From an optimization exercise on the open Yosys and OpenROAD flow, aimed at small area; shortcuts taken in it are not production practice.
Where RTL was checked, it was by simulation tests only, not by an equivalence proof against the original.
No functional check of the RTL was part of runs 2 to 5.
No activity file was given, so power comes from the tool's default toggle rates.

### design/flow/design.v
module tile_pixel_encoder #(
    parameter int TILE_W = 20,
    parameter int TILE_H = 20,
    parameter int DEPTH  = TILE_W * TILE_H,
    parameter int ADDR_W = 9,
    parameter int IDX_W  = 4
) (
    input  logic              Clk,
    input  logic              Reset,
    input  logic              start,
    input  logic              pix_valid,
    input  logic [23:0]       pix_color,
    output logic              pix_ready,
    input  logic [ADDR_W-1:0] read_address,
    output logic [IDX_W-1:0]  output_index,
    output logic              busy,
    output logic              done,
    output logic              err,
    output logic [ADDR_W-1:0] err_addr
);
    typedef enum logic [1:0] {ST_IDLE, ST_LOAD, ST_DONE} state_t;
    localparam int                NUM_PAL = 9;
    localparam logic [ADDR_W-1:0] LAST    = ADDR_W'(DEPTH - 1);
    localparam logic [24*NUM_PAL-1:0] PAL = {
        24'hE33F00, 24'h756C5F, 24'hAB3A00, 24'hE6570C, 24'hFFC89C,
        24'hFFFFEF, 24'h0A0000, 24'h888173, 24'h800080
    };
    state_t            r_state;
    logic [ADDR_W-1:0] r_addr;
    logic [IDX_W-1:0]  r_out;
    logic [IDX_W-1:0]  r_mem [0:DEPTH-1];
    logic              w_xfer;
    logic [IDX_W-1:0]  w_idx;
    assign w_xfer       = (r_state == ST_LOAD) && pix_valid;
    assign pix_ready    = (r_state == ST_LOAD);
    assign busy         = (r_state == ST_LOAD);
    assign done         = (r_state == ST_DONE);
    assign output_index = r_out;
    logic              w_miss;
    logic              r_err;
    logic [ADDR_W-1:0] r_err_addr;
    always_comb begin
        w_idx  = '0;
        w_miss = 1'b1;
        for (int i = NUM_PAL - 1; i >= 0; i--) begin
            if (pix_color == PAL[24*i +: 24]) begin
                w_idx  = IDX_W'(i);
                w_miss = 1'b0;
            end
        end
    end
    always_ff @(posedge Clk) begin
        if (Reset) begin
            r_err      <= 1'b0;
            r_err_addr <= '0;
        end else if ((r_state != ST_LOAD) && start) begin
            r_err      <= 1'b0;
            r_err_addr <= '0;
        end else if (w_xfer && w_miss && !r_err) begin
            r_err      <= 1'b1;
            r_err_addr <= r_addr;
        end
    end
    assign err      = r_err;
    assign err_addr = r_err_addr;
    always_ff @(posedge Clk) begin
        if (Reset) begin
            r_state <= ST_IDLE;
            r_addr  <= '0;
        end else begin
            case (r_state)
                ST_IDLE, ST_DONE: begin
                    if (start) begin
                        r_state <= ST_LOAD;
                        r_addr  <= '0;
                    end
                end
                ST_LOAD: begin
                    if (w_xfer) begin
                        if (r_addr == LAST) begin
                            r_state <= ST_DONE;
                            r_addr  <= '0;
                        end else begin
                            r_addr <= r_addr + ADDR_W'(1);
                        end
                    end
                end
                default: begin
                    r_state <= ST_IDLE;
                    r_addr  <= '0;
                end
            endcase
        end
    end
    always_ff @(posedge Clk) begin
        if (!Reset && w_xfer) begin
            r_mem[r_addr] <= w_idx;
        end
    end
    always_ff @(posedge Clk) begin
        if (Reset) begin
            r_out <= '0;
        end else if (read_address <= LAST) begin
            r_out <= r_mem[read_address];
        end else begin
            r_out <= '0;
        end
    end
endmodule
### design/flow/constraint.sdc
create_clock -name core_clock -period 5.0 [get_ports {Clk}]
set_input_delay 1.0000 -clock core_clock [delete_from_list [all_inputs] [get_ports {Clk}]]
set_output_delay 1.0000 -clock core_clock [all_outputs]
set_load 0.01 [all_outputs]
### design/flow/run.sh
#!/bin/bash
# synth_recipe.tcl (not shown) runs the flow's synth.tcl, then flattens the netlist and writes it again
# the make line also repeats each setting of config.mk as NAME=value (left out here)
make -C /OpenROAD-flow-scripts/flow DESIGN_CONFIG=/design/flow/config.mk WORK_HOME=/design/flow/orfs CLKGATE_MAP_FILE= SYNTH_SCRIPT=/design/flow/synth_recipe.tcl finish
### design/flow/config.mk
export PLATFORM = sky130hd
export DESIGN_NAME = tile_pixel_encoder
export DESIGN_NICKNAME = tile_pixel_encoder
export VERILOG_FILES = /design/flow/design.v
export SDC_FILE = /design/flow/constraint.sdc
export NUM_CORES = 4
export LEC_CHECK = 0
export CAP_MARGIN = 20
export CORE_MARGIN = 2
export CORE_UTILIZATION = 50
export SLEW_MARGIN = 20
==> out/results.md, run 1 <==
Outcome
• **result of the run** no timing/DRC/antenna violations

Die
• **floorplan die height** 363 um
• **area of the die** 0.132 sq mm
• **number of top-level pins** 54
• **effective utilization at floorplan** 50.5%
• **row count** 131
• **placeable core region** 0.128 sq mm
• **horizontal die dimension** 363 um

GRT
• **number of antenna violations at the first check in global routing** 4
• **via count of the first global-routing pass** 34,500
• **grt total ovfl** 0
• **largest net degree at the start of global routing** 116
• **first-pass GRT wire length** 246 mm
• **all-layer global routing usage** 26.2%

Clock network
• **cells resized by post-CTS repair** 0
• **Post-CTS Hold Fix Bufs** 0
• **buffer count from post-CTS setup fixing** 0
• **Max Root-Sink Buffers** 3
• **clock edge transition at the registers on the reported setup and hold paths** 0.06 ns
• **H-tree level count** 4
• **Num Clock Sinks** 1,625
• **CTS Root Cell** sky130_fd_sc_hd__clkbuf_16
• **TritonCTS clock tree** done
• **TritonCTS buffer count** 167
• **clock latency at the later pin of the worst-skew pair** 0.80 ns

Timing
• **unrepaired setup endpoints after global routing** no
• **Clock Skews** 0.0309 ns
• **max-slew violation count** 0
• **count of endpoints failing hold in the final timing report** 0
• **Max Freq** 0.275 GHz
• **normalized max-slew margin** 31.6%
• **Setup-failing EPs final** 0
• **fin crit share** 72.7%
• **Worst Max-Slew Pin Slew** 1.02 ns
• **post-route minimum period** 3.63 ns

Synthesis
• **number of synthesized register bits** 1,625
• **Top FF cell, synth** sky130_fd_sc_hd__edfxtp_1
• **post-synthesis area per instance** 19.5 sq um
• **number of distinct library cells after synthesis** 65
• **number of synthesized flops with an enable pin** 1,600
• **share of flip-flops with an asynchronous set or reset after synthesis** 0%
• **proportion of synthesized chip area in sequential cells** 75.2%
• **cell count after synthesis** 3,309
• **warnings from Yosys** 1
• **Syn Std Cell Area** 0.0646 sq mm

Drt
• **vias per cell** 6.40
• **final routed wire length divided by cell count** 32.6 um
• **vias after detailed routing** 33,500
• **total DRC errors in the routed layout** 0
• **Routed Antenna Nets** 0
• **1st-pass router iterations** 7
• **Initial DRC Count** 4,437
• **Post-Route WL** 171 mm

Finish
• **relative area change from synthesis to final layout** 13.0%
• **commonest non-fill, non-tap cell in the layout** sky130_fd_sc_hd__edfxtp_1
• **total of fill cells in the finished design** 9,443
• **commonest cells after routing, fill and taps aside** sky130_fd_sc_hd__edfxtp_1 (1,600), sky130_fd_sc_hd__nor2_1 (453), sky130_fd_sc_hd__mux4_2 (379)
• **proportion of layout cells with a drive suffix above 1** 22.2%
• **total number of nets in the final design** 3,488
• **summed area of non-filler cells in the final layout** 0.0729 sq mm

Critical path
• **largest driver fanout on the critical path** 48
• **worst path required time** 5.67 ns
• **register-to-register path setup slack** 1.65 ns
• **sort of element at the start of the critical path** input pin
• **kind of end point of the critical path** register
• **class of the most critical setup path** input pin to register
• **arrival time of data at the critical path endpoint** 4.30 ns

Power
• **peak supply drop** 353 uV
• **power density normalized to cell area** 381 mW/mm^2
• **leakage power** 19.7 nW
• **overall power** 0.0278 W

Hold path
• **worst hold-check path type** register to register

Place
• **IO buf count** 53
• **instance area at placement** 0.0676 sq mm
• **Final GP Congestion** 0.922
• **estimated wirelength of the detail-placed design** 106 mm

Run
• **max cap viols** 0

-- worst paths after layout --
| kind | startpoint | end | cells after the start |
|---|---|---|---|
| setup / recovery | read_address[1] | r_out[2]$_SDFF_PP0_ | 10 |
| hold / removal | r_err$_SDFFE_PP0P_ | r_err$_SDFFE_PP0P_ | 2 |
| setup reg to reg | r_state[0]$_SDFFE_PP0P_ | r_mem[382][0]$_DFFE_PP_ | 8 |
| hold reg to reg | r_err$_SDFFE_PP0P_ | r_err$_SDFFE_PP0P_ | 2 |
-- cells in the mapped netlist (all sizes together) (28+ instances only) --
cell,instances,area (sq um)
a21oi,51,255
a221oi,32,280
a22oi,49,368
buf,109,777
clkbuf,110,413
edfxtp,1600,48000
mux2i,142,1420
mux4,379,8540
nand2,58,218
nand3,28,140
nor2,456,1710
o21ai,33,165
-- registers in the layout (all words and copies together), names as in the netlist --
register	cells
r_addr	9
r_err	1
r_err_addr	9
r_mem	1600
r_out	4
r_state	2
-- where the power goes --
part	switching (W)	total, W	internal, W
clock network	0.00511	0.0121	0.00701
logic	0.000551	0.000902	0.000350
registers	0.00000676	0.0147	0.0147
-- logic make-up (layout without fill, tap and decap cells) --
group	count (synthesis)	in the layout	synth area share, %
AOI/OAI and AO/OA	253	253	2.75
muxes	534	534	15.7
other	0	1	0
xor gates and xnor gates	6	6	0.0814
DFF	1625	1625	75.2
adders and majority gates	4	4	0.0775
and+or+nand+nor	652	652	4.30
buffers and inverters	235	506	1.94
-- worst max-delay path: stages --
cell and delay [ns]:
sky130_fd_sc_hd__buf_8 0.47, sky130_fd_sc_hd__buf_12 0.29, sky130_fd_sc_hd__buf_4 0.28, sky130_fd_sc_hd__mux4_2 0.35, sky130_fd_sc_hd__a221oi_1 0.72, sky130_fd_sc_hd__buf_4 0.27
sky130_fd_sc_hd__o22ai_1 0.12, sky130_fd_sc_hd__nor3_1 0.28, sky130_fd_sc_hd__o31ai_1 0.12, sky130_fd_sc_hd__o31a_1 0.31
-- stage by stage --
| step | cells | hold WS [ns] | worst slack [ns] | util [%] | setup TNS, ns |
|---|---|---|---|---|---|
| finish | 5243 | 0.480 | 1.37 | 57.0 | 0 |
| floorplan | 3309 | 0.459 | -5.21 | - | -4410.56 |
| global route | 5242 | 0.528 | 1.25 | 57.0 | 0 |
| detailed placement | 4940 | 0.468 | 0.612 | 52.9 | 0 |
| global placement | 4939 | 0.461 | 0.532 | 52.9 | 0 |
| CTS | 5242 | 0.484 | 1.46 | 57.0 | 0 |
-- layout make-up --
cell class,instances,area [sq um],area share (%)
inverter,16,68.8,0.0944
antenna,1,2.50,0.00343
multi-input combinational,1449,14900,20.4
clock buffer,214,4490,6.16
clock inverter,88,806,1.10
timing repair buffer,188,2050,2.82
tap,1662,2080,2.85
sequential,1625,48500,66.6
-- metal layers --
metal	GRT usage [%]	routed length [um]	vias up
met2	41.6	81400	1712
met1	36.6	68900	17800
met3	6.08	15800	281
met5	0	20	-
met4	7.92	4880	2
li1	-	-	13800
==> run 2: changes to the inputs <==
--- a/design/flow/design.v
+++ b/design/flow/design.v
@@ -22,2 +22,3 @@
     localparam int                NUM_PAL = 9;
+    localparam int                NWORDS  = DEPTH / 4;
     localparam logic [ADDR_W-1:0] LAST    = ADDR_W'(DEPTH - 1);
@@ -27,2 +28,49 @@
     };
+    function automatic logic [12:0] enc(input logic [3:0] d0, input logic [3:0] d1,
+                                        input logic [3:0] d2, input logic [3:0] d3);
+        logic [3:0] m;
+        logic [2:0] f [0:3];
+        logic [11:0] pk;
+        int n;
+        m = {d3[3], d2[3], d1[3], d0[3]};
+        pk = '0;
+        n = 0;
+        f[0] = d0[2:0]; f[1] = d1[2:0]; f[2] = d2[2:0]; f[3] = d3[2:0];
+        for (int i = 0; i < 4; i++) begin
+            if (!m[i]) begin
+                pk[3*n +: 3] = f[i];
+                n = n + 1;
+            end
+        end
+        case (m)
+            4'b0000: enc = {1'b0, d3[2:0], d2[2:0], d1[2:0], d0[2:0]};
+            4'b0001: enc = {4'b1000, pk[8:0]};
+            4'b0010: enc = {4'b1001, pk[8:0]};
+            4'b0100: enc = {4'b1010, pk[8:0]};
+            4'b1000: enc = {4'b1011, pk[8:0]};
+            default: enc = {3'b110, m, pk[5:0]};
+        endcase
+    endfunction
+    function automatic logic [3:0] dec(input logic [12:0] w, input logic [1:0] p);
+        logic [1:0] q;
+        logic [3:0] m;
+        logic [1:0] s;
+        dec = '0;
+        if (!w[12]) begin
+            dec = {1'b0, w[3*p +: 3]};
+        end else if (!w[11]) begin
+            q = w[10:9];
+            if (p == q)     dec = 4'd8;
+            else if (p < q) dec = {1'b0, w[3*p +: 3]};
+            else            dec = {1'b0, w[3*(p-2'd1) +: 3]};
+        end else begin
+            m = w[9:6];
+            s = 2'd0;
+            for (int i = 0; i < 3; i++)
+                if (i < p && !m[i]) s = s + 2'd1;
+            if (m[p])       dec = 4'd8;
+            else if (s[0])  dec = {1'b0, w[5:3]};
+            else            dec = {1'b0, w[2:0]};
+        end
+    endfunction
     state_t            r_state;
@@ -30,3 +78,4 @@
     logic [IDX_W-1:0]  r_out;
-    logic [IDX_W-1:0]  r_mem [0:DEPTH-1];
+    logic [12:0]       r_mem [0:NWORDS-1];
+    logic [IDX_W-1:0]  r_stage [0:2];
     logic              w_xfer;
@@ -96,5 +145,10 @@
         if (!Reset && w_xfer) begin
-            r_mem[r_addr] <= w_idx;
+            if (r_addr[1:0] == 2'd3)
+                r_mem[r_addr[ADDR_W-1:2]] <= enc(r_stage[0], r_stage[1], r_stage[2], w_idx);
+            else
+                r_stage[r_addr[1:0]] <= w_idx;
         end
     end
+    logic w_hit;
+    assign w_hit = (read_address[ADDR_W-1:2] == r_addr[ADDR_W-1:2]) && (read_address[1:0] < r_addr[1:0]);
     always_ff @(posedge Clk) begin
@@ -102,6 +156,8 @@
             r_out <= '0;
-        end else if (read_address <= LAST) begin
-            r_out <= r_mem[read_address];
+        end else if (read_address > LAST) begin
+            r_out <= '0;
+        end else if (w_hit) begin
+            r_out <= r_stage[read_address[1:0]];
         end else begin
-            r_out <= '0;
+            r_out <= dec(r_mem[read_address[ADDR_W-1:2]], read_address[1:0]);
         end
==> run 2 against run 1 <==
Net effect:
- global-route usage grew 0.69 points
- non-clock buffer count grew 142
- critical path depth grew 5
- sequential share of layout area shrank 2.5 points
- combinational power grew about 20%
- setup slack lost 0.96 ns
- clock power shrank about 20%
- flip-flop and latch count shrank 284
- maximum frequency shrank 21%
- largest power group unchanged
- die area shrank 16%
- critical endpoint is now r_mem[22][1]$_DFFE_PP_
==> out/results.md, run 2 <==
Outcome
• **result of the run** no timing/DRC/antenna violations, unchanged

Synthesis
• **share of flip-flops with an asynchronous set or reset after synthesis** 0%, unchanged
• **most frequently used cell type in the post-synthesis netlist** sky130_fd_sc_hd__edfxtp_1, unchanged
• **Top FF cell, synth** sky130_fd_sc_hd__edfxtp_1, unchanged
• **proportion of synthesized chip area in sequential cells** 74.0%, was 75.2%
• **post-synthesis area per instance** 19.7 sq um, was 19.5 sq um
• **warnings from Yosys** 2, was 1
• **leading post-synthesis cells by cell area** sky130_fd_sc_hd__edfxtp_1 (73%), sky130_fd_sc_hd__mux4_2 (13%), sky130_fd_sc_hd__mux2i_1 (2.0%), was sky130_fd_sc_hd__edfxtp_1 (74%), sky130_fd_sc_hd__mux4_2 (13%), sky130_fd_sc_hd__nor2_1 (2.7%)
• **synth cell count leaders** sky130_fd_sc_hd__edfxtp_1 (1,316), sky130_fd_sc_hd__mux4_2 (317), sky130_fd_sc_hd__nor2_1 (184), was sky130_fd_sc_hd__edfxtp_1 (1,600), sky130_fd_sc_hd__nor2_1 (456), sky130_fd_sc_hd__mux4_2 (379)
• **number of distinct library cells after synthesis** 80, was 65
• **number of synthesized flops with an enable pin** 1,316, was 1,600
• **Syn Std Cell Area** 0.0541 sq mm, was 0.0646 sq mm
• **cell count after synthesis** 2,750, was 3,309
• **share of Yosys cell area claimed by the top area cell type** 73.1%, was 74.4%
• **biggest area consumer among synthesized cells** sky130_fd_sc_hd__edfxtp_1, unchanged
• **number of synthesized register bits** 1,341, was 1,625

Critical path
• **kind of end point of the critical path** register, unchanged
• **largest driver fanout on the critical path** 100, was 48
• **worst path required time** 5.38 ns, was 5.67 ns
• **class of the most critical setup path** register to register, was input pin to register
• **library cell contributing the largest single delay on the critical path** sky130_fd_sc_hd__edfxtp_1, was sky130_fd_sc_hd__a221oi_1
• **R2R depth** 15, was 8
• **largest stage delay on the critical path** 0.56 ns, was 0.72 ns
• **Cell Chain, Critical Path** inv_1 -> fa_1 -> ha_1 -> ha_1 -> ha_1 -> nor3b_1 -> ha_1 -> nand2_1 -> nor3_2 -> a21oi_1 -> a31oi_1 -> o21ai_0 -> a21oi_1 -> o21ai_4 -> buf_12, was buf_8 -> buf_12 -> buf_4 -> mux4_2 -> a221oi_1 -> buf_4 -> o22ai_1 -> nor3_1 -> o31ai_1 -> o31a_1
• **arrival time of data at the critical path endpoint** 4.97 ns, was 4.30 ns
• **CP most frequent cell** sky130_fd_sc_hd__ha_1, was sky130_fd_sc_hd__buf_4
• **sort of element at the start of the critical path** register, was input pin

Clock network
• **H-tree level count** 4, unchanged
• **TritonCTS clock tree** done, unchanged
• **TritonCTS buffer count** 140, was 167
• **Post-CTS Hold Fix Bufs** 0, unchanged
• **clock latency at the later pin of the worst-skew pair** 0.74 ns, was 0.80 ns
• **CTS Root Cell** sky130_fd_sc_hd__clkbuf_16, unchanged
• **Max Root-Sink Buffers** 3, unchanged
• **clock edge transition at the registers on the reported setup and hold paths** 0.06 ns, about the same
• **Num Clock Sinks** 1,341, was 1,625

Timing
• **normalized max-slew margin** 27.0%, was 31.6%
• **minimum setup slack in the final design** 0.411 ns, was 1.37 ns
• **count of endpoints failing hold in the final timing report** 0, unchanged
• **Worst Max-Slew Pin Slew** 1.09 ns, was 1.02 ns
• **Clock Skews** 0.0249 ns, was 0.0309 ns
• **unrepaired setup endpoints after global routing** no, unchanged
• **Max Freq** 0.218 GHz, was 0.275 GHz
• **max-slew violation count** 0, unchanged
• **post-route minimum period** 4.59 ns, was 3.63 ns
• **fin crit share** 91.8%, was 72.7%
• **Setup-failing EPs final** 0, unchanged

Finish
• **final cell count without fillers** 4,579, was 5,243
• **commonest cells after routing, fill and taps aside** sky130_fd_sc_hd__edfxtp_1 (1,316), sky130_fd_sc_hd__mux4_2 (317), sky130_fd_sc_hd__buf_4 (232), was sky130_fd_sc_hd__edfxtp_1 (1,600), sky130_fd_sc_hd__nor2_1 (453), sky130_fd_sc_hd__mux4_2 (379)
• **proportion of layout cells with a drive suffix above 1** 26.0%, was 22.2%
• **commonest non-fill, non-tap cell in the layout** sky130_fd_sc_hd__edfxtp_1, unchanged
• **total of fill cells in the finished design** 7,892, was 9,443
• **final design utilization** 58.3%, was 57.0%
• **max reg flops** 1,300, was 1,600
• **total number of nets in the final design** 3,143, was 3,488
• **relative area change from synthesis to final layout** 15.6%, was 13.0%
• **summed area of non-filler cells in the final layout** 0.0625 sq mm, was 0.0729 sq mm

Drt
• **vias per cell** 6.38, was 6.40
• **final routed wire length divided by cell count** 32.4 um, was 32.6 um
• **Routed Antenna Nets** 0, unchanged
• **total DRC errors in the routed layout** 0, unchanged
• **1st-pass router iterations** 5, was 7
• **Post-Route WL** 148 mm, was 171 mm
• **Initial DRC Count** 3,432, was 4,437
• **vias after detailed routing** 29,200, was 33,500

GRT
• **grt total ovfl** 0, unchanged
• **met2 usage** 41.8%, was 41.6%
• **met1 track demand over resource in global routing** 39.2%, was 36.6%
• **number of antenna violations at the first check in global routing** 8, was 4
• **first-pass GRT wire length** 212 mm, was 246 mm
• **met3 Track Usage GR** 5.28%, was 6.08%
• **all-layer global routing usage** 26.9%, was 26.2%
• **largest net degree at the start of global routing** 101, was 116
• **global-route layer with the greatest usage** met2, unchanged
• **via count of the first global-routing pass** 29,100, was 34,500

Power
• **overall power** 0.0230 W, was 0.0278 W
• **leakage power** 19.4 nW, was 19.7 nW
• **peak supply drop** 241 uV, was 353 uV
• **power density normalized to cell area** 368 mW/mm^2, was 381 mW/mm^2

Place
• **placed cell count** 4,339, was 4,940
• **estimated wirelength of the detail-placed design** 94.0 mm, was 106 mm
• **Final GP Congestion** 0.901, was 0.922
• **IO buf count** 53, unchanged
• **instance area at placement** 0.0582 sq mm, was 0.0676 sq mm
• **pre-CTS setup slack** 0.105 ns, was 0.612 ns

Hold path
• **worst hold path cell count** 2, unchanged
• **worst hold-check path type** register to register, unchanged

Die
• **effective utilization at floorplan** 50.5%, about the same
• **horizontal die dimension** 333 um, was 363 um
• **floorplan die height** 333 um, was 363 um
• **number of top-level pins** 54, unchanged
• **row count** 120, was 131
• **area of the die** 0.111 sq mm, was 0.132 sq mm
• **placeable core region** 0.107 sq mm, was 0.128 sq mm

Run
• **max cap viols** 0, unchanged

## run 2: changes by cell type in the layout (fill, tap and decap cells not counted), moves of 21 or more
| cell | change |
|---|---|
| sky130_fd_sc_hd__edfxtp_1 | -284 |
| sky130_fd_sc_hd__nor2_1 | -269 |
| sky130_fd_sc_hd__buf_4 | +138 |
| sky130_fd_sc_hd__mux4_2 | -62 |
| sky130_fd_sc_hd__nand2_1 | +49 |
| sky130_fd_sc_hd__mux2i_1 | -36 |
| sky130_fd_sc_hd__clkbuf_16 | -28 |
| sky130_fd_sc_hd__a221oi_1 | -25 |
| sky130_fd_sc_hd__ha_1 | +21 |
## run 2: layout make-up
type / count / area, sq um / share of cell area, %
sequential: 1341 / 40000 / 64.0
multi-input combinational: 1240 / 13200 / 21.1
clock buffer: 178 / 3730 / 5.97
timing repair buffer: 330 / 3180 / 5.08
tap: 1403 / 1760 / 2.81
clock inverter: 59 / 500 / 0.801
inverter: 27 / 105 / 0.168
antenna: 1 / 2.50 / 0.00400
## run 2: timing repair
action	in CTS	in global routing
buffers inserted	0	2
endpoints found under the setup margin	0	335
resized for setup	0	2
## run 2: layer usage
| metal | vias up | routed length (um) |
|---|---|---|
| li1 | 12000 | - |
| met1 | 15600 | 61800 |
| met2 | 1416 | 70100 |
| met3 | 210 | 12500 |
| met4 | 10 | 3750 |
| met5 | - | 53 |
## run 2: metrics by stage
stage / hold WS, ns / setup TNS, ns
floorplan: 0.460 / -45.66
global placement: 0.464 / -0.155
detailed placement: 0.470 / 0
CTS: 0.479 / 0
global route: 0.488 / 0
finish: 0.480 / 0
## run 2: cell families after synthesis
group / count (synthesis) / share of synthesized area [%]
adders and majority gates: 26 / 0.615
AOI/OAI and AO/OA: 276 / 3.52
DFF: 1341 / 74.0
buffers and inverters: 172 / 1.88
xor gates and xnor gates: 17 / 0.301
and+or+nand+nor: 485 / 4.35
muxes: 432 / 15.3
other: 1 / 0.00693
## run 2: power by group
| part | internal (W) | switching (W) | total [W] | leakage, nW |
|---|---|---|---|---|
| combinational | 0.000444 | 0.000636 | 0.00108 | 5.93 |
| sequential | 0.0122 | 0.0000100 | 0.0122 | 11.4 |
| clock | 0.00561 | 0.00413 | 0.00974 | 2.06 |
## run 2: final timing paths
kind         slack, ns                endpoint                     from
max               0.41  r_mem[22][1]$_DFFE_PP_  r_stage[0][3]$_DFFE_PP_
min reg2reg       0.48      r_err$_SDFFE_PP0P_       r_err$_SDFFE_PP0P_
min               0.48      r_err$_SDFFE_PP0P_       r_err$_SDFFE_PP0P_
max reg2reg       0.41  r_mem[22][1]$_DFFE_PP_  r_stage[0][3]$_DFFE_PP_
## run 2: worst max-delay path: cells and delay by family, from the launching register on
family / cells / cell delay (ns)
AOI/OAI and AO/OA: 5 / 0.85
adders and majority gates: 5 / 1.62
buffers and inverters: 2 / 0.53
DFF: 1 / 0.56
and+or+nand+nor: 3 / 0.55
==> run 3: changes to the inputs <==
--- a/design/flow/design.v
+++ b/design/flow/design.v
@@ -23,2 +23,5 @@
     localparam int                NWORDS  = DEPTH / 4;
+    localparam int                NGRP3   = 32;   
+    localparam int                NGRP2   = 2;    
+    localparam int                NGRP    = NGRP3 + NGRP2;
     localparam logic [ADDR_W-1:0] LAST    = ADDR_W'(DEPTH - 1);
@@ -151,2 +154,21 @@
     end
+    logic [NWORDS-1:0] w_rsel;
+    logic [13*NGRP-1:0] w_grp_n;
+    logic [12:0]       w_rword;
+    tpe_rd_decode u_rdec (.a(read_address[ADDR_W-1:2]), .sel(w_rsel));
+    for (genvar g = 0; g < NGRP3; g++) begin : g_grp3
+        tpe_aoi3 u_aoi (
+            .a(r_mem[3*g]), .b(r_mem[3*g+1]), .c(r_mem[3*g+2]),
+            .sa(w_rsel[3*g]), .sb(w_rsel[3*g+1]), .sc(w_rsel[3*g+2]),
+            .y_n(w_grp_n[13*g +: 13])
+        );
+    end
+    for (genvar g = 0; g < NGRP2; g++) begin : g_grp2
+        tpe_aoi2 u_aoi (
+            .a(r_mem[3*NGRP3+2*g]), .b(r_mem[3*NGRP3+2*g+1]),
+            .sa(w_rsel[3*NGRP3+2*g]), .sb(w_rsel[3*NGRP3+2*g+1]),
+            .y_n(w_grp_n[13*(NGRP3+g) +: 13])
+        );
+    end
+    tpe_nand_tree #(.N(NGRP)) u_tree (.x_n(w_grp_n), .y(w_rword));
     logic w_hit;
@@ -161,5 +183,45 @@
         end else begin
-            r_out <= dec(r_mem[read_address[ADDR_W-1:2]], read_address[1:0]);
-        end
-    end
-endmodule
+            r_out <= dec(w_rword, read_address[1:0]);
+        end
+    end
+endmodule
+module tpe_rd_decode (
+    input  logic [6:0]  a,
+    output logic [99:0] sel
+);
+    always_comb
+        for (int i = 0; i < 100; i++)
+            sel[i] = (a == 7'(i));
+endmodule
+module tpe_aoi3 (
+    input  logic [12:0] a,
+    input  logic [12:0] b,
+    input  logic [12:0] c,
+    input  logic        sa,
+    input  logic        sb,
+    input  logic        sc,
+    output logic [12:0] y_n
+);
+    assign y_n = ~(({13{sa}} & a) | ({13{sb}} & b) | ({13{sc}} & c));
+endmodule
+module tpe_aoi2 (
+    input  logic [12:0] a,
+    input  logic [12:0] b,
+    input  logic        sa,
+    input  logic        sb,
+    output logic [12:0] y_n
+);
+    assign y_n = ~(({13{sa}} & a) | ({13{sb}} & b));
+endmodule
+module tpe_nand_tree #(
+    parameter int N = 34
+) (
+    input  logic [13*N-1:0] x_n,
+    output logic [12:0] y
+);
+    always_comb begin
+        y = '0;
+        for (int i = 0; i < N; i++)
+            y = y | ~x_n[13*i +: 13];
+    end
+endmodule
--- a/design/flow/config.mk
+++ b/design/flow/config.mk
@@ -11 +11,3 @@
 export SLEW_MARGIN = 20
+export SYNTH_HIERARCHICAL = 1
+export SYNTH_MINIMUM_KEEP_SIZE = 0
==> run 3 against run 2 <==
Net effect:
- core utilization rose by 1.6 points
- clock-buffer cell count fell by 4
- sequential share of layout area rose by 2.8 points
- hold slack got worse by 0.0083 ns
- sequential power barely moved
- critical path type is now input pin to register
- via count rose by 4.9%
- routed wire length fell by 5.8%
- die area fell by 6.7%
- final area fell by 4.1%
- highest routed layer unchanged
==> out/results.md, run 3 <==
Place
• **IO buf count** 53, unchanged
• **Final GP Congestion** 0.920, was 0.901
• **estimated wirelength of the detail-placed design** 90.6 mm, was 94.0 mm
• **pre-CTS setup slack** -0.550 ns, was 0.105 ns
• **placed cell count** 4,413, was 4,339

Finish
• **commonest non-fill, non-tap cell in the layout** sky130_fd_sc_hd__edfxtp_1, unchanged
• **proportion of layout cells with a drive suffix above 1** 20.8%, was 26.0%
• **final cell count without fillers** 4,661, was 4,579
• **commonest cells after routing, fill and taps aside** sky130_fd_sc_hd__edfxtp_1 (1,316), sky130_fd_sc_hd__buf_4 (422), sky130_fd_sc_hd__a222oi_1 (416), was sky130_fd_sc_hd__edfxtp_1 (1,316), sky130_fd_sc_hd__mux4_2 (317), sky130_fd_sc_hd__buf_4 (232)
• **max reg flops** 1,300, unchanged
• **total of fill cells in the finished design** 7,285, was 7,892
• **relative area change from synthesis to final layout** 18.9%, was 15.6%
• **final design utilization** 59.9%, was 58.3%
• **register cell area after layout** 0.0400 sq mm, unchanged
• **total number of nets in the final design** 3,320, was 3,143
• **multi-input combinational cell area** 0.00937 sq mm, was 0.0132 sq mm

Die
• **number of top-level pins** 54, unchanged
• **row count** 116, was 120
• **floorplan die height** 321 um, was 333 um
• **area of the die** 0.103 sq mm, was 0.111 sq mm
• **horizontal die dimension** 321 um, was 333 um
• **effective utilization at floorplan** 50.4%, was 50.5%
• **placeable core region** 0.100 sq mm, was 0.107 sq mm

Hold path
• **hold wc startpoint** r_err_addr[6]$_SDFFE_PP0P_, was r_err$_SDFFE_PP0P_
• **hold worst-path end** r_err_addr[6]$_SDFFE_PP0P_, was r_err$_SDFFE_PP0P_
• **worst hold-check path type** register to register, unchanged
• **worst hold path cell count** 2, unchanged

Synthesis
• **post-synthesis area per instance** 18.4 sq um, was 19.7 sq um
• **most frequently used cell type in the post-synthesis netlist** sky130_fd_sc_hd__edfxtp_1, unchanged
• **mux share of post-synthesis cell area** 0.844%, was 15.3%
• **fraction of the mapped netlist area in simple logic gates** 6.36%, was 4.35%
• **number of synthesized flops with an enable pin** 1,316, unchanged
• **Syn Std Cell Area** 0.0504 sq mm, was 0.0541 sq mm
• **share of flip-flops with an asynchronous set or reset after synthesis** 0%, unchanged
• **warnings from Yosys** 11, was 2
• **cell count after synthesis** 2,743, was 2,750
• **Top FF cell, synth** sky130_fd_sc_hd__edfxtp_1, unchanged
• **share of Yosys cell area claimed by the top area cell type** 78.4%, was 73.1%
• **leading post-synthesis cells by cell area** sky130_fd_sc_hd__edfxtp_1 (78%), sky130_fd_sc_hd__a222oi_1 (8.3%), sky130_fd_sc_hd__nor2_1 (1.8%), was sky130_fd_sc_hd__edfxtp_1 (73%), sky130_fd_sc_hd__mux4_2 (13%), sky130_fd_sc_hd__mux2i_1 (2.0%)
• **biggest area consumer among synthesized cells** sky130_fd_sc_hd__edfxtp_1, unchanged
• **number of distinct library cells after synthesis** 81, was 80
• **largest family of logic cells by synthesized area** compound AO/OA/AOI/OAI gates, was multiplexers
• **compound-cell area share of the yosys netlist** 10.0%, was 3.52%
• **synth cell count leaders** sky130_fd_sc_hd__edfxtp_1 (1,316), sky130_fd_sc_hd__a222oi_1 (416), sky130_fd_sc_hd__nor2_1 (246), was sky130_fd_sc_hd__edfxtp_1 (1,316), sky130_fd_sc_hd__mux4_2 (317), sky130_fd_sc_hd__nor2_1 (184)
• **proportion of synthesized chip area in sequential cells** 79.4%, was 74.0%
• **share of the synthesized netlist area taken by xor and xnor gates** 0.305%, was 0.301%
• **number of synthesized register bits** 1,341, unchanged
• **share of synthesized cell area in full adder, half adder and majority cells** 0.636%, was 0.615%

GRT
• **via count of the first global-routing pass** 29,900, was 29,100
• **first-pass GRT wire length** 201 mm, was 212 mm
• **largest net degree at the start of global routing** 101, unchanged
• **number of antenna violations at the first check in global routing** 4, was 8
• **grt total ovfl** 0, unchanged
• **all-layer global routing usage** 26.7%, was 26.9%

Timing
• **count of endpoints failing hold in the final timing report** 0, unchanged
• **max-slew violation count** 0, unchanged
• **Clock Skews** 0.0280 ns, was 0.0249 ns
• **normalized max-slew margin** 26.6%, was 27.0%
• **Setup-failing EPs final** 0, unchanged
• **post-route minimum period** 4.79 ns, was 4.59 ns
• **Worst Max-Slew Pin Slew** 1.10 ns, was 1.09 ns
• **fin crit share** 95.9%, was 91.8%
• **unrepaired setup endpoints after global routing** no, unchanged
• **Max Freq** 0.209 GHz, was 0.218 GHz
• **minimum setup slack in the final design** 0.207 ns, was 0.411 ns

Clock network
• **clock latency at the later pin of the worst-skew pair** 0.74 ns, about the same
• **Num Clock Sinks** 1,341, unchanged
• **TritonCTS clock tree** done, unchanged
• **H-tree level count** 4, unchanged
• **Post-CTS Hold Fix Bufs** 0, unchanged
• **CTS Root Cell** sky130_fd_sc_hd__clkbuf_16, unchanged
• **clock edge transition at the registers on the reported setup and hold paths** 0.06 ns, about the same
• **TritonCTS buffer count** 136, was 140
• **Max Root-Sink Buffers** 3, unchanged

Run
• **max cap viols** 0, unchanged

Power
• **leakage power** 19.6 nW, was 19.4 nW
• **peak supply drop** 322 uV, was 241 uV
• **power density normalized to cell area** 374 mW/mm^2, was 368 mW/mm^2

Drt
• **vias after detailed routing** 30,600, was 29,200
• **final routed wire length divided by cell count** 30.0 um, was 32.4 um
• **Initial DRC Count** 5,635, was 3,432
• **vias per cell** 6.57, was 6.38
• **Post-Route WL** 140 mm, was 148 mm
• **total DRC errors in the routed layout** 0, unchanged
• **1st-pass router iterations** 12, was 5
• **Routed Antenna Nets** 0, unchanged

Critical path
• **arrival time of data at the critical path endpoint** 5.45 ns, was 4.97 ns
• **kind of end point of the critical path** register, unchanged
• **worst path required time** 5.66 ns, was 5.38 ns
• **largest driver fanout on the critical path** 13, was 100
• **R2R depth** 13, was 15
• **Critical R2R Capture** r_mem[54][1]$_DFFE_PP_, was r_mem[22][1]$_DFFE_PP_
• **class of the most critical setup path** input pin to register, was register to register
• **sort of element at the start of the critical path** input pin, was register
• **worst flop-to-flop path startpoint** r_stage[2][3]$_DFFE_PP_, was r_stage[0][3]$_DFFE_PP_
• **register-to-register path setup slack** 0.22 ns, was 0.41 ns

Outcome
• **result of the run** no timing/DRC/antenna violations, unchanged

[run 3: cell types whose count changed after synthesis, moves of 24 or more]
cell                       delta
sky130_fd_sc_hd__nor2_1      +62
sky130_fd_sc_hd__a21oi_1     -44
sky130_fd_sc_hd__mux4_2     -307
sky130_fd_sc_hd__clkbuf_1    -24
sky130_fd_sc_hd__a222oi_1   +416
sky130_fd_sc_hd__nand4_1     +97
sky130_fd_sc_hd__buf_4       -34
sky130_fd_sc_hd__buf_6       +44
sky130_fd_sc_hd__mux2i_1     -86
sky130_fd_sc_hd__nand2_1     -25
[run 3: metrics by stage]
stage | setup TNS, ns | hold slack, ns | instance area [sq um] | total power (W)
final | 0 | 0.472 | 59900 | 0.0224
after CTS | 0 | 0.470 | 59800 | 0.0226
after detailed placement | -1.97 | 0.450 | 55600 | 0.0130
after floorplan | -0.263 | 0.479 | 50500 | 0.0127
after global routing | 0 | 0.483 | 59900 | 0.0231
after global placement | -1.50 | 0.456 | 55600 | 0.0130
[run 3: cell type report]
| class | instances | area share (%) |
|---|---|---|
| inverter | 21 | 0.138 |
| timing repair buffer | 520 | 7.69 |
| clock inverter | 68 | 0.967 |
| antenna | 1 | 0.00418 |
| clock buffer | 174 | 6.09 |
| multi-input combinational | 1238 | 15.6 |
| tap | 1298 | 2.71 |
| sequential | 1341 | 66.8 |
[run 3: kinds of logic (layout without fill, tap and decap cells)]
family,count (synthesis),in the layout
AO/OA/AOI/OAI,538,539
adder cells (fa/ha/maj),25,25
other,1,5
AND/OR/NAND/NOR,624,624
XOR/XNOR,16,16
multiplexers,30,30
buffers and inverters,168,783
flip-flops,1341,1341
[run 3: critical path, cell delays in order]
cell and delay (ns):
sky130_fd_sc_hd__clkdlybuf4s50_1 0.46, sky130_fd_sc_hd__buf_4 0.20, sky130_fd_sc_hd__buf_4 0.15, sky130_fd_sc_hd__nand4bb_1 0.12, sky130_fd_sc_hd__buf_4 0.18, sky130_fd_sc_hd__buf_4 0.13
sky130_fd_sc_hd__nor2_1 0.16, sky130_fd_sc_hd__a222oi_1 0.71, sky130_fd_sc_hd__nand4_1 0.30, sky130_fd_sc_hd__nor4_1 0.33, sky130_fd_sc_hd__buf_4 0.19, sky130_fd_sc_hd__nand3_1 0.23
sky130_fd_sc_hd__mux4_2 0.51, sky130_fd_sc_hd__nor2_1 0.17, sky130_fd_sc_hd__nand2_1 0.15, sky130_fd_sc_hd__o32a_1 0.18, sky130_fd_sc_hd__a311oi_1 0.25
[run 3: layer usage]
metal	global-route usage (%)	vias to the layer above	wire, um
met2	42.4	1718	66000
met5	0	-	34
li1	-	13000	-
met3	5.50	223	14100
met1	37.2	15700	55300
met4	8.66	6	4380
[run 3: worst max path at each step]
stage / startpoint / end / slack [ns] / cells past startpoint
2_1_floorplan: r_stage[1][3]$_DFFE_PP_ / r_mem[0][0]$_DFFE_PP_ / -0.003 / 14
3_3_place_gp: read_address[3] / r_out[2]$_SDFF_PP0_ / -0.45 / 20
3_5_place_dp: read_address[3] / r_out[1]$_SDFF_PP0_ / -0.55 / 16
4_1_cts: r_stage[1][3]$_DFFE_PP_ / r_mem[82][4]$_DFFE_PP_ / 0.11 / 13
5_1_grt: r_stage[0][3]$_DFFE_PP_ / r_mem[81][5]$_DFFE_PP_ / 0.03 / 14
6_report: read_address[3] / r_out[1]$_SDFF_PP0_ / 0.21 / 17
[run 3: power by group]
part | switching [W] | leakage [nW] | internal [W]
combinational | 0.000338 | 5.32 | 0.000250
clock | 0.00409 | 2.06 | 0.00558
sequential | 0.00000697 | 12.2 | 0.0122
total | 0.00443 | 19.6 | 0.0180
[run 3: modules after synthesis, one instance, submodules excluded, excerpt]
module / cells / times used / cell area [sq um]
tile_pixel_encoder: 1889 / 1 / 43400
tpe_rd_decode: 143 / 1 / 728
tpe_aoi3: 16 / 32 / 158
tpe_aoi2: 15 / 2 / 120
[run 3: what timing repair did]
item                       CTS  global route
resized for setup            0             6
setup buffers                0             4
setup endpoints to repair    0           437
==> run 4: changes to the inputs <==
--- a/design/flow/design.v
+++ b/design/flow/design.v
@@ -33,23 +33,19 @@
                                         input logic [3:0] d2, input logic [3:0] d3);
-        logic [3:0] m;
-        logic [2:0] f [0:3];
-        logic [11:0] pk;
-        int n;
-        m = {d3[3], d2[3], d1[3], d0[3]};
-        pk = '0;
-        n = 0;
-        f[0] = d0[2:0]; f[1] = d1[2:0]; f[2] = d2[2:0]; f[3] = d3[2:0];
-        for (int i = 0; i < 4; i++) begin
-            if (!m[i]) begin
-                pk[3*n +: 3] = f[i];
-                n = n + 1;
-            end
-        end
-        case (m)
+        case ({d3[3], d2[3], d1[3], d0[3]})
             4'b0000: enc = {1'b0, d3[2:0], d2[2:0], d1[2:0], d0[2:0]};
-            4'b0001: enc = {4'b1000, pk[8:0]};
-            4'b0010: enc = {4'b1001, pk[8:0]};
-            4'b0100: enc = {4'b1010, pk[8:0]};
-            4'b1000: enc = {4'b1011, pk[8:0]};
-            default: enc = {3'b110, m, pk[5:0]};
+            4'b0001: enc = {4'b1000, d3[2:0], d2[2:0], d1[2:0]};
+            4'b0010: enc = {4'b1001, d3[2:0], d2[2:0], d0[2:0]};
+            4'b0100: enc = {4'b1010, d3[2:0], d1[2:0], d0[2:0]};
+            4'b1000: enc = {4'b1011, d2[2:0], d1[2:0], d0[2:0]};
+            4'b0011: enc = {7'b1100011, d3[2:0], d2[2:0]};
+            4'b0101: enc = {7'b1100101, d3[2:0], d1[2:0]};
+            4'b1001: enc = {7'b1101001, d2[2:0], d1[2:0]};
+            4'b0110: enc = {7'b1100110, d3[2:0], d0[2:0]};
+            4'b1010: enc = {7'b1101010, d2[2:0], d0[2:0]};
+            4'b1100: enc = {7'b1101100, d1[2:0], d0[2:0]};
+            4'b0111: enc = {7'b1100111, 3'b000, d3[2:0]};
+            4'b1011: enc = {7'b1101011, 3'b000, d2[2:0]};
+            4'b1101: enc = {7'b1101101, 3'b000, d1[2:0]};
+            4'b1110: enc = {7'b1101110, 3'b000, d0[2:0]};
+            default: enc = {7'b1101111, 6'b000000};
         endcase
@@ -57,22 +53,33 @@
     function automatic logic [3:0] dec(input logic [12:0] w, input logic [1:0] p);
-        logic [1:0] q;
-        logic [3:0] m;
-        logic [1:0] s;
-        dec = '0;
+        logic [2:0] s0, s1, s2, s3;
+        logic       e;    
+        logic [2:0] v;    
+        s0 = w[2:0]; s1 = w[5:3]; s2 = w[8:6]; s3 = w[11:9];
+        e = 1'b0;
+        v = s0;
         if (!w[12]) begin
-            dec = {1'b0, w[3*p +: 3]};
+            case (p)
+                2'd0: v = s0;
+                2'd1: v = s1;
+                2'd2: v = s2;
+                default: v = s3;
+            endcase
         end else if (!w[11]) begin
-            q = w[10:9];
-            if (p == q)     dec = 4'd8;
-            else if (p < q) dec = {1'b0, w[3*p +: 3]};
-            else            dec = {1'b0, w[3*(p-2'd1) +: 3]};
+            e = (w[10:9] == p);
+            case (p)
+                2'd0: v = s0;
+                2'd1: v = w[10:9] == 2'd0 ? s0 : s1;
+                2'd2: v = (w[10:9] == 2'd0 || w[10:9] == 2'd1) ? s1 : s2;
+                default: v = s2;
+            endcase
         end else begin
-            m = w[9:6];
-            s = 2'd0;
-            for (int i = 0; i < 3; i++)
-                if (i < p && !m[i]) s = s + 2'd1;
-            if (m[p])       dec = 4'd8;
-            else if (s[0])  dec = {1'b0, w[5:3]};
-            else            dec = {1'b0, w[2:0]};
-        end
+            e = w[6 + p];
+            case (p)
+                2'd0: v = s0;
+                2'd1: v = !w[6] ? s1 : s0;
+                2'd2: v = (!w[6] || !w[7]) ? s1 : s0;
+                default: v = (!w[6] || !w[7] || !w[8]) ? s1 : s0;
+            endcase
+        end
+        dec = e ? 4'd8 : {1'b0, v};
     endfunction
--- a/design/flow/config.mk
+++ b/design/flow/config.mk
@@ -10,2 +10,5 @@
 export CORE_UTILIZATION = 50
+export CTS_BUF_LIST = sky130_fd_sc_hd__clkbuf_16
+export CTS_CLUSTER_DIAMETER = 60
+export CTS_CLUSTER_SIZE = 24
 export SLEW_MARGIN = 20
==> run 4 against run 3 <==
Net effect:
- non-clock buffer count up 88
- global-route usage fell by 0.62 points
- die area down 1.2%
- register-to-register slack better by 1.4 ns
- synthesized area fell by 1.2%
- core utilization up 0.12 points
- clock power shrank 12%
- clock skew rose by 0.0040 ns
- critical path type unchanged
- largest power group unchanged
==> out/results.md, run 4 <==
Synthesis
• **leading post-synthesis cells by cell area** sky130_fd_sc_hd__edfxtp_1 (79%), sky130_fd_sc_hd__a222oi_1 (8.4%), sky130_fd_sc_hd__nor2_1 (1.9%), was sky130_fd_sc_hd__edfxtp_1 (78%), sky130_fd_sc_hd__a222oi_1 (8.3%), sky130_fd_sc_hd__nor2_1 (1.8%)
• **cell count after synthesis** 2,679, was 2,743
• **number of synthesized flops with an enable pin** 1,316, unchanged
• **synth cell count leaders** sky130_fd_sc_hd__edfxtp_1 (1,316), sky130_fd_sc_hd__a222oi_1 (416), sky130_fd_sc_hd__nor2_1 (248), was sky130_fd_sc_hd__edfxtp_1 (1,316), sky130_fd_sc_hd__a222oi_1 (416), sky130_fd_sc_hd__nor2_1 (246)
• **Top FF cell, synth** sky130_fd_sc_hd__edfxtp_1, unchanged
• **share of Yosys cell area claimed by the top area cell type** 79.4%, was 78.4%
• **biggest area consumer among synthesized cells** sky130_fd_sc_hd__edfxtp_1, unchanged
• **number of distinct library cells after synthesis** 71, was 81
• **largest family of logic cells by synthesized area** compound AO/OA/AOI/OAI gates, unchanged
• **fraction of the mapped netlist area in simple logic gates** 6.19%, was 6.36%
• **Syn Std Cell Area** 0.0498 sq mm, was 0.0504 sq mm
• **proportion of synthesized chip area in sequential cells** 80.4%, was 79.4%
• **most frequently used cell type in the post-synthesis netlist** sky130_fd_sc_hd__edfxtp_1, unchanged
• **mux share of post-synthesis cell area** 0.864%, was 0.844%
• **share of the synthesized netlist area taken by xor and xnor gates** 0.317%, was 0.305%
• **compound-cell area share of the yosys netlist** 9.64%, was 10.0%
• **post-synthesis area per instance** 18.6 sq um, was 18.4 sq um
• **share of flip-flops with an asynchronous set or reset after synthesis** 0%, unchanged
• **number of synthesized register bits** 1,341, unchanged
• **warnings from Yosys** 9, was 11
• **share of synthesized cell area in full adder, half adder and majority cells** 0.146%, was 0.636%

GRT
• **global-route layer with the greatest usage** met2, unchanged
• **all-layer global routing usage** 26.1%, was 26.7%
• **met1 track demand over resource in global routing** 36.3%, was 37.2%
• **largest net degree at the start of global routing** 101, unchanged
• **number of antenna violations at the first check in global routing** 1, was 4
• **via count of the first global-routing pass** 29,200, was 29,900
• **met2 usage** 42.1%, was 42.4%
• **first-pass GRT wire length** 196 mm, was 201 mm
• **grt total ovfl** 0, unchanged
• **met3 Track Usage GR** 4.81%, was 5.50%

Clock network
• **TritonCTS buffer count** 96, was 136
• **clock latency at the later pin of the worst-skew pair** 0.71 ns, was 0.74 ns
• **clock edge transition at the registers on the reported setup and hold paths** 0.09 ns, was 0.06 ns
• **Post-CTS Hold Fix Bufs** 0, unchanged
• **cells resized by post-CTS repair** 0, unchanged
• **H-tree level count** 3, was 4
• **TritonCTS clock tree** done, unchanged
• **CTS Root Cell** sky130_fd_sc_hd__clkbuf_16, unchanged
• **buffer count from post-CTS setup fixing** 0, unchanged
• **Max Root-Sink Buffers** 3, unchanged
• **Num Clock Sinks** 1,341, unchanged

Power
• **combinational share of power** 2.8%, was 2.6%
• **cell-internal power** 0.0166 W, was 0.0180 W
• **peak supply drop** 346 uV, was 322 uV
• **leakage power** 20.0 nW, was 19.6 nW
• **share of power burned in registers** 57.3%, was 54.3%
• **switching part of the total power** 21.9%, was 19.7%
• **sw power** 0.00466 W, was 0.00443 W
• **clock power share** 39.9%, was 43.0%
• **power density normalized to cell area** 359 mW/mm^2, was 374 mW/mm^2

Timing
• **count of endpoints failing hold in the final timing report** 0, unchanged
• **normalized max-slew margin** 32.9%, was 26.6%
• **Setup-failing EPs final** 0, unchanged
• **worst hold slack** 0.466 ns, was 0.472 ns
• **max-slew violation count** 0, unchanged
• **Clock Skews** 0.0320 ns, was 0.0280 ns
• **minimum setup slack in the final design** 0.244 ns, was 0.207 ns
• **fin crit share** 95.1%, was 95.9%
• **Max Freq** 0.210 GHz, was 0.209 GHz
• **unrepaired setup endpoints after global routing** no, unchanged
• **Worst Max-Slew Pin Slew** 1.00 ns, was 1.10 ns
• **Setup TNS Final** 0 ns, unchanged
• **post-route minimum period** 4.76 ns, was 4.79 ns

Critical path
• **largest stage delay on the critical path** 0.50 ns, was 0.71 ns
• **total buffers and inverters traversed by the critical path** 8, was 6
• **library cell contributing the largest single delay on the critical path** sky130_fd_sc_hd__mux4_2, was sky130_fd_sc_hd__a222oi_1
• **R2R depth** 12, was 13
• **class of the most critical setup path** input pin to register, unchanged
• **worst flop-to-flop path startpoint** r_mem[57][10]$_DFFE_PP_, was r_stage[2][3]$_DFFE_PP_
• **largest driver fanout on the critical path** 12, was 13
• **worst path required time** 5.61 ns, was 5.66 ns
• **Critical R2R Capture** r_out[1]$_SDFF_PP0_, was r_mem[54][1]$_DFFE_PP_
• **sort of element at the start of the critical path** input pin, unchanged
• **CP most frequent cell** sky130_fd_sc_hd__buf_4, unchanged
• **Cell Chain, Critical Path** clkdlybuf4s50_1 -> buf_4 -> buf_4 -> or4_1 -> buf_4 -> nor2_1 -> buf_4 -> a222oi_1 -> buf_4 -> nand4_1 -> nor4_1 -> buf_4 -> nand3_1 -> mux4_2 -> nand2_1 -> a21boi_0 -> buf_4 -> nor3_1 -> o21ai_0 -> a21boi_0, was clkdlybuf4s50_1 -> buf_4 -> buf_4 -> nand4bb_1 -> buf_4 -> buf_4 -> nor2_1 -> a222oi_1 -> nand4_1 -> nor4_1 -> buf_4 -> nand3_1 -> mux4_2 -> nor2_1 -> nand2_1 -> o32a_1 -> a311oi_1
• **register-to-register path setup slack** 1.57 ns, was 0.22 ns
• **Top delay family on crit path** buffers and inverters, was simple AND/OR/NAND/NOR gates
• **arrival time of data at the critical path endpoint** 5.37 ns, was 5.45 ns
• **kind of end point of the critical path** register, unchanged

Place
• **pre-CTS setup slack** -0.624 ns, was -0.550 ns
• **Final GP Congestion** 0.898, was 0.920
• **placed cell count** 4,427, was 4,413
• **estimated wirelength of the detail-placed design** 89.4 mm, was 90.6 mm
• **IO buf count** 53, unchanged

Die
• **row count** 115, was 116
• **horizontal die dimension** 320 um, was 321 um
• **effective utilization at floorplan** 50.5%, was 50.4%
• **floorplan die height** 320 um, was 321 um
• **area of the die** 0.102 sq mm, was 0.103 sq mm
• **placeable core region** 0.0986 sq mm, was 0.100 sq mm
• **number of top-level pins** 54, unchanged

Drt
• **total DRC errors in the routed layout** 0, unchanged
• **1st-pass router iterations** 8, was 12
• **Initial DRC Count** 5,261, was 5,635
• **vias after detailed routing** 29,700, was 30,600
• **final routed wire length divided by cell count** 29.1 um, was 30.0 um
• **vias per cell** 6.45, was 6.57
• **Routed Antenna Nets** 0, unchanged
• **Post-Route WL** 134 mm, was 140 mm

Finish
• **total number of nets in the final design** 3,280, was 3,320
• **commonest cells after routing, fill and taps aside** sky130_fd_sc_hd__edfxtp_1 (1,316), sky130_fd_sc_hd__buf_4 (511), sky130_fd_sc_hd__a222oi_1 (416), was sky130_fd_sc_hd__edfxtp_1 (1,316), sky130_fd_sc_hd__buf_4 (422), sky130_fd_sc_hd__a222oi_1 (416)
• **max reg flops** 1,300, unchanged
• **final cell count without fillers** 4,608, was 4,661
• **relative area change from synthesis to final layout** 18.9%, about the same
• **proportion of layout cells with a drive suffix above 1** 23.2%, was 20.8%
• **commonest non-fill, non-tap cell in the layout** sky130_fd_sc_hd__edfxtp_1, unchanged

Hold path
• **hold worst-path end** r_err_addr[4]$_SDFFE_PP0P_, was r_err_addr[6]$_SDFFE_PP0P_
• **worst hold path cell count** 2, unchanged
• **worst hold-check path type** register to register, unchanged
• **hold wc startpoint** r_err_addr[4]$_SDFFE_PP0P_, was r_err_addr[6]$_SDFFE_PP0P_

Run
• **max cap viols** 0, unchanged

Outcome
• **result of the run** no timing/DRC/antenna violations, unchanged

==> run 4: worst max path at each step <==
stage	cells past startpoint	startpoint	slack [ns]	endpoint
2_1_floorplan	5	pix_color[7]	0.25	r_mem[0][6]$_DFFE_PP_
3_3_place_gp	17	read_address[5]	-0.63	r_out[1]$_SDFF_PP0_
3_5_place_dp	18	read_address[5]	-0.62	r_out[0]$_SDFF_PP0_
4_1_cts	18	read_address[5]	0.07	r_out[0]$_SDFF_PP0_
5_1_grt	18	read_address[8]	0.09	r_out[0]$_SDFF_PP0_
6_report	20	read_address[4]	0.24	r_out[2]$_SDFF_PP0_
==> run 4: per-module statistics from Yosys (local to each module, per instance), excerpt <==
module	flip-flops and latches	copies in the design	cell area [sq um]
tile_pixel_encoder	1341	1	42800
tpe_rd_decode	0	1	728
tpe_aoi3	0	32	158
tpe_aoi2	0	2	120
==> run 4: kinds of logic after synthesis <==
| family | after synthesis |
|---|---|
| AOI/OAI and AO/OA | 504 |
| buffers and inverters | 165 |
| xor gates and xnor gates | 18 |
| DFF | 1341 |
| and+or+nand+nor | 611 |
| muxes | 33 |
| other | 1 |
| adders and majority gates | 6 |
==> run 4: final cells by class <==
cell class,instances,area [sq um]
clock buffer,97,2430
fill,7066,39400
multi-input combinational,1176,8730
antenna,1,2.50
inverter,15,56.3
clock inverter,83,1100
timing repair buffer,608,5250
tap,1287,1610
sequential,1341,40000
==> run 4: stage by stage <==
stage          power (W)  util (%)  area, sq um
3_5_place_dp      0.0130      56.5        55700
2_1_floorplan     0.0127         -        49900
5_1_grt           0.0219      60.0        59200
3_3_place_gp      0.0130      56.5        55600
4_1_cts           0.0214      60.0        59200
6_report          0.0213      60.1        59200
==> run 4: power groups by stage <==
stage,combinational [W],clock (W),sequential (W)
after floorplan,0.000243,0,0.0124
after global placement,0.000572,0,0.0124
after detailed placement,0.000576,0,0.0124
after CTS,0.000578,0.00862,0.0122
after global routing,0.000619,0.00905,0.0122
final,0.000587,0.00849,0.0122
==> run 4: worst register-to-register path: cells and delay by family (launching register included) <==
family	cells	cell delay [ns]
DFF	1	0.38
AOI/OAI and AO/OA	4	1.10
buffers and inverters	2	0.37
and+or+nand+nor	6	1.50
==> run 4: per-layer routing <==
metal  wire length, um  vias up
met1             54700    15300
met5                 0        -
li1                  -    12800
met2             64200     1446
met4              4120        0
met3             11100      187
==> run 5: changes to the inputs <==
--- a/design/flow/design.v
+++ b/design/flow/design.v
@@ -87,3 +87,3 @@
     logic [ADDR_W-1:0] r_addr;
-    logic [IDX_W-1:0]  r_out;
+    logic [IDX_W-1:0]  r_out;    
     logic [12:0]       r_mem [0:NWORDS-1];
@@ -180,15 +180,22 @@
     tpe_nand_tree #(.N(NGRP)) u_tree (.x_n(w_grp_n), .y(w_rword));
-    logic w_hit;
-    assign w_hit = (read_address[ADDR_W-1:2] == r_addr[ADDR_W-1:2]) && (read_address[1:0] < r_addr[1:0]);
-    always_ff @(posedge Clk) begin
-        if (Reset) begin
-            r_out <= '0;
-        end else if (read_address > LAST) begin
-            r_out <= '0;
-        end else if (w_hit) begin
-            r_out <= r_stage[read_address[1:0]];
-        end else begin
-            r_out <= dec(w_rword, read_address[1:0]);
-        end
-    end
+    logic        w_hit;
+    logic [3:0]  w_sidx;
+    logic [12:0] w_sword;
+    assign w_hit  = (read_address[ADDR_W-1:2] == r_addr[ADDR_W-1:2]) && (read_address[1:0] < r_addr[1:0]);
+    assign w_sidx = r_stage[read_address[1:0]];
+    always_comb begin
+        if (w_sidx[3]) w_sword = {2'b10, read_address[1:0], 9'b0};
+        else           w_sword = 13'({w_sidx[2:0]} << (3 * read_address[1:0]));
+    end
+    logic [12:0] r_rword;
+    logic [1:0]  r_rpos;
+    always_ff @(posedge Clk) begin
+        if (Reset)      r_rword <= '0;
+        else if (w_hit) r_rword <= w_sword;
+        else            r_rword <= w_rword;
+    end
+    always_ff @(posedge Clk) begin
+        r_rpos <= read_address[1:0];
+    end
+    assign r_out = dec(r_rword, r_rpos);
 endmodule
==> run 5 against run 4 <==
Net effect:
- critical path type is now register to output port
- synthesized area grew 0.85%
- cell count is 4.6% lower
- critical path depth down 13
- sequential share of layout area is 3.0 points higher
- highest routed layer is now met5
- still clean
==> out/results.md, run 5 <==
Critical path
• **register-to-register path setup slack** 2.01 ns, was 1.57 ns
• **total buffers and inverters traversed by the critical path** 1, was 8
• **library cell contributing the largest single delay on the critical path** sky130_fd_sc_hd__dfxtp_1, was sky130_fd_sc_hd__mux4_2
• **class of the most critical setup path** register to output port, was input pin to register
• **worst path required time** 4.00 ns, was 5.61 ns
• **largest driver fanout on the critical path** 16, was 12
• **arrival time of data at the critical path endpoint** 3.37 ns, was 5.37 ns
• **Cell Chain, Critical Path** mux4_2 -> nand2_1 -> o31ai_1 -> nor2_1 -> o311ai_0 -> o21ai_0 -> clkdlybuf4s50_1, was clkdlybuf4s50_1 -> buf_4 -> buf_4 -> or4_1 -> buf_4 -> nor2_1 -> buf_4 -> a222oi_1 -> buf_4 -> nand4_1 -> nor4_1 -> buf_4 -> nand3_1 -> mux4_2 -> nand2_1 -> a21boi_0 -> buf_4 -> nor3_1 -> o21ai_0 -> a21boi_0
• **kind of end point of the critical path** output port, was register
• **largest stage delay on the critical path** 0.76 ns, was 0.50 ns
• **Top delay family on crit path** flip-flops, was buffers and inverters
• **sort of element at the start of the critical path** register, was input pin

Drt
• **1st-pass router iterations** 10, was 8
• **Routed Antenna Nets** 0, unchanged
• **total DRC errors in the routed layout** 0, unchanged
• **Initial DRC Count** 5,911, was 5,261
• **final routed wire length divided by cell count** 31.9 um, was 29.1 um
• **vias after detailed routing** 29,600, was 29,700
• **Post-Route WL** 140 mm, was 134 mm
• **vias per cell** 6.73, was 6.45

Power
• **power density normalized to cell area** 366 mW/mm^2, was 359 mW/mm^2
• **leakage power** 18.8 nW, was 20.0 nW
• **peak supply drop** 288 uV, was 346 uV
• **overall power** 0.0209 W, was 0.0213 W

Synthesis
• **proportion of synthesized chip area in sequential cells** 80.1%, was 80.4%
• **number of synthesized register bits** 1,352, was 1,341
• **Top FF cell, synth** sky130_fd_sc_hd__edfxtp_1, unchanged
• **biggest area consumer among synthesized cells** sky130_fd_sc_hd__edfxtp_1, unchanged
• **number of synthesized flops with an enable pin** 1,316, unchanged
• **warnings from Yosys** 9, unchanged
• **cell count after synthesis** 2,733, was 2,679
• **post-synthesis area per instance** 18.4 sq um, was 18.6 sq um
• **Syn Std Cell Area** 0.0502 sq mm, was 0.0498 sq mm
• **leading post-synthesis cells by cell area** sky130_fd_sc_hd__edfxtp_1 (79%), sky130_fd_sc_hd__a222oi_1 (8.3%), sky130_fd_sc_hd__nor2_1 (1.8%), was sky130_fd_sc_hd__edfxtp_1 (79%), sky130_fd_sc_hd__a222oi_1 (8.4%), sky130_fd_sc_hd__nor2_1 (1.9%)
• **synth cell count leaders** sky130_fd_sc_hd__edfxtp_1 (1,316), sky130_fd_sc_hd__a222oi_1 (416), sky130_fd_sc_hd__nor2_1 (243), was sky130_fd_sc_hd__edfxtp_1 (1,316), sky130_fd_sc_hd__a222oi_1 (416), sky130_fd_sc_hd__nor2_1 (248)
• **number of distinct library cells after synthesis** 75, was 71
• **share of Yosys cell area claimed by the top area cell type** 78.7%, was 79.4%
• **share of flip-flops with an asynchronous set or reset after synthesis** 0%, unchanged
• **most frequently used cell type in the post-synthesis netlist** sky130_fd_sc_hd__edfxtp_1, unchanged

Timing
• **Max Freq** 0.229 GHz, was 0.210 GHz
• **Setup-failing EPs final** 0, unchanged
• **worst hold slack** 0.468 ns, was 0.466 ns
• **normalized max-slew margin** 25.4%, was 32.9%
• **max-slew violation count** 0, unchanged
• **count of endpoints failing hold in the final timing report** 0, unchanged
• **unrepaired setup endpoints after global routing** no, unchanged
• **Setup TNS Final** 0 ns, unchanged
• **Clock Skews** 0.0312 ns, was 0.0320 ns
• **fin crit share** 87.3%, was 95.1%
• **Worst Max-Slew Pin Slew** 1.11 ns, was 1.00 ns
• **post-route minimum period** 4.37 ns, was 4.76 ns

Clock network
• **Num Clock Sinks** 1,352, was 1,341
• **TritonCTS buffer count** 91, was 96
• **clock edge transition at the registers on the reported setup and hold paths** 0.08 ns, was 0.09 ns
• **TritonCTS clock tree** done, unchanged
• **CTS Root Cell** sky130_fd_sc_hd__clkbuf_16, unchanged
• **Post-CTS Hold Fix Bufs** 0, unchanged
• **cells resized by post-CTS repair** 0, unchanged
• **Max Root-Sink Buffers** 3, unchanged
• **H-tree level count** 3, unchanged
• **clock latency at the later pin of the worst-skew pair** 0.71 ns, about the same
• **buffer count from post-CTS setup fixing** 0, unchanged

Finish
• **total number of nets in the final design** 3,065, was 3,280
• **commonest cells after routing, fill and taps aside** sky130_fd_sc_hd__edfxtp_1 (1,316), sky130_fd_sc_hd__a222oi_1 (416), sky130_fd_sc_hd__buf_4 (285), was sky130_fd_sc_hd__edfxtp_1 (1,316), sky130_fd_sc_hd__buf_4 (511), sky130_fd_sc_hd__a222oi_1 (416)
• **commonest non-fill, non-tap cell in the layout** sky130_fd_sc_hd__edfxtp_1, unchanged
• **max reg flops** 1,300, unchanged
• **proportion of layout cells with a drive suffix above 1** 16.6%, was 23.2%
• **final design utilization** 57.1%, was 60.1%
• **summed area of non-filler cells in the final layout** 0.0570 sq mm, was 0.0592 sq mm
• **relative area change from synthesis to final layout** 13.5%, was 18.9%

Die
• **horizontal die dimension** 321 um, was 320 um
• **row count** 116, was 115
• **effective utilization at floorplan** 50.3%, was 50.5%
• **number of top-level pins** 54, unchanged
• **area of the die** 0.103 sq mm, was 0.102 sq mm
• **floorplan die height** 321 um, was 320 um
• **placeable core region** 0.0999 sq mm, was 0.0986 sq mm

Outcome
• **result of the run** no timing/DRC/antenna violations, unchanged

Place
• **estimated wirelength of the detail-placed design** 89.5 mm, was 89.4 mm
• **IO buf count** 53, unchanged
• **instance area at placement** 0.0537 sq mm, was 0.0557 sq mm
• **Final GP Congestion** 0.891, was 0.898

Hold path
• **worst hold-check path type** register to register, unchanged

Run
• **max cap viols** 0, unchanged

GRT
• **grt total ovfl** 0, unchanged
• **all-layer global routing usage** 26.8%, was 26.1%
• **first-pass GRT wire length** 200 mm, was 196 mm
• **via count of the first global-routing pass** 28,400, was 29,200
• **largest net degree at the start of global routing** 101, unchanged
• **number of antenna violations at the first check in global routing** 2, was 1

-- run 5: cell families (layout without fill, tap and decap cells) --
kind of cell / count (synthesis) / count (layout) / share of synthesized area (%)
xor gates and xnor gates: 18 / 18 / 0.314
AOI/OAI and AO/OA: 522 / 522 / 9.78
other: 1 / 5 / 0.00747
buffers and inverters: 170 / 531 / 2.48
DFF: 1352 / 1352 / 80.1
and+or+nand+nor: 638 / 638 / 6.50
muxes: 27 / 27 / 0.665
adders and majority gates: 5 / 5 / 0.125
-- run 5: worst paths after layout --
check | startpoint | to | cells past startpoint
worst max-delay path | r_rpos[0]$_DFF_P_ | output_index[0] | 7
worst min-delay path | r_err_addr[5]$_SDFFE_PP0P_ | r_err_addr[5]$_SDFFE_PP0P_ | 2
worst max register to register | r_state[1]$_SDFFE_PP0P_ | r_mem[32][11]$_DFFE_PP_ | 7
worst min register to register | r_err_addr[5]$_SDFFE_PP0P_ | r_err_addr[5]$_SDFFE_PP0P_ | 2
-- run 5: per-module statistics from Yosys, one instance, submodules excluded, excerpt --
module / times used / cell area (sq um)
tpe_aoi2: 2 / 120
tpe_rd_decode: 1 / 728
tpe_aoi3: 32 / 158
tile_pixel_encoder: 1 / 43200
-- run 5: metal layers --
metal | routed length, um | part of all wire, % | track usage [%] | vias to the layer above
met5 | 27 | 0.019 | 0 | -
met1 | 55300 | 39 | 37.7 | 15200
li1 | - | - | - | 12400
met3 | 14000 | 10 | 4.98 | 240
met4 | 4870 | 3.5 | 9.12 | 4
met2 | 66000 | 47 | 42.5 | 1711
-- run 5: tightest hold or removal path: cells and delay by family, from the launching register on --
kind          cells  cell delay (ns)
flops             1             0.32
mux               1             0.05
simple gates      1             0.05
-- run 5: final cells by class --
cell class	count	area, sq um
timing repair buffer	352	2940
multi-input combinational	1214	8910
inverter	12	45.0
sequential	1352	40200
fill	7607	42800
clock inverter	76	976
antenna	1	2.50
tap	1298	1620
clock buffer	91	2280
-- run 5: where the power goes --
group	internal (W)	switching [W]	leakage (nW)
clock	0.00375	0.00430	1.57
sequential	0.0123	0.0000334	13.1
combinational	0.000156	0.000313	4.12
total	0.0162	0.00465	18.8
-- run 5: through the flow --
stage | setup slack, ns | std cells
2_1_floorplan | 0.182 | 2736
3_3_place_gp | -0.0916 | 4227
3_5_place_dp | -0.0644 | 4228
4_1_cts | 0.568 | 4395
5_1_grt | 0.441 | 4395
6_report | 0.633 | 4396

==> afterwards: timing with drivers on the ports <==
The flow's constraints put no driver on any port. The routed layouts listed below were extracted and timed again, unchanged, in two steps. Step 1 (the two cells are an assumption about what drives the block):
set clk [get_ports {Clk}]
set_driving_cell -lib_cell sky130_fd_sc_hd__clkbuf_16 $clk
set_driving_cell -lib_cell sky130_fd_sc_hd__buf_2 [delete_from_list [all_inputs] $clk]
Step 2 moves the port delays by t, midway between the first and last clock arrival at a register: inputs arrive t later, outputs are due t later. That takes back most of the time a late clock gives input paths. Three values: ideal, step 1, step 2; two values: the first two.
run | t (ns) | setup slack, ns | hold slack, ns | clock arrival spread, ns
run 1 | 0.859 | 1.367 / 1.390 / 0.531 | 0.480 / 0.480 / 0.480 | 0.033 / 0.033
run 2 | 0.801 | 0.411 / 0.411 / 0.040 | 0.480 / 0.480 / 0.480 | 0.033 / 0.034
run 3 | 0.805 | 0.207 / 0.222 / -0.544 | 0.472 / 0.472 / 0.472 | 0.028 / 0.028
run 4 | 0.762 | 0.244 / 0.290 / -0.473 | 0.466 / 0.466 / 0.466 | 0.037 / 0.037
run 5 | 0.760 | 0.633 / 0.569 / -0.141 | 0.468 / 0.468 / 0.468 | 0.035 / 0.035
Met with ideal ports but missed after step 2: setup timing in run 3, run 4 and run 5. The setup slack of run 1, which loses most, moves by +0.023 ns with the drivers and by -0.836 ns with both steps.
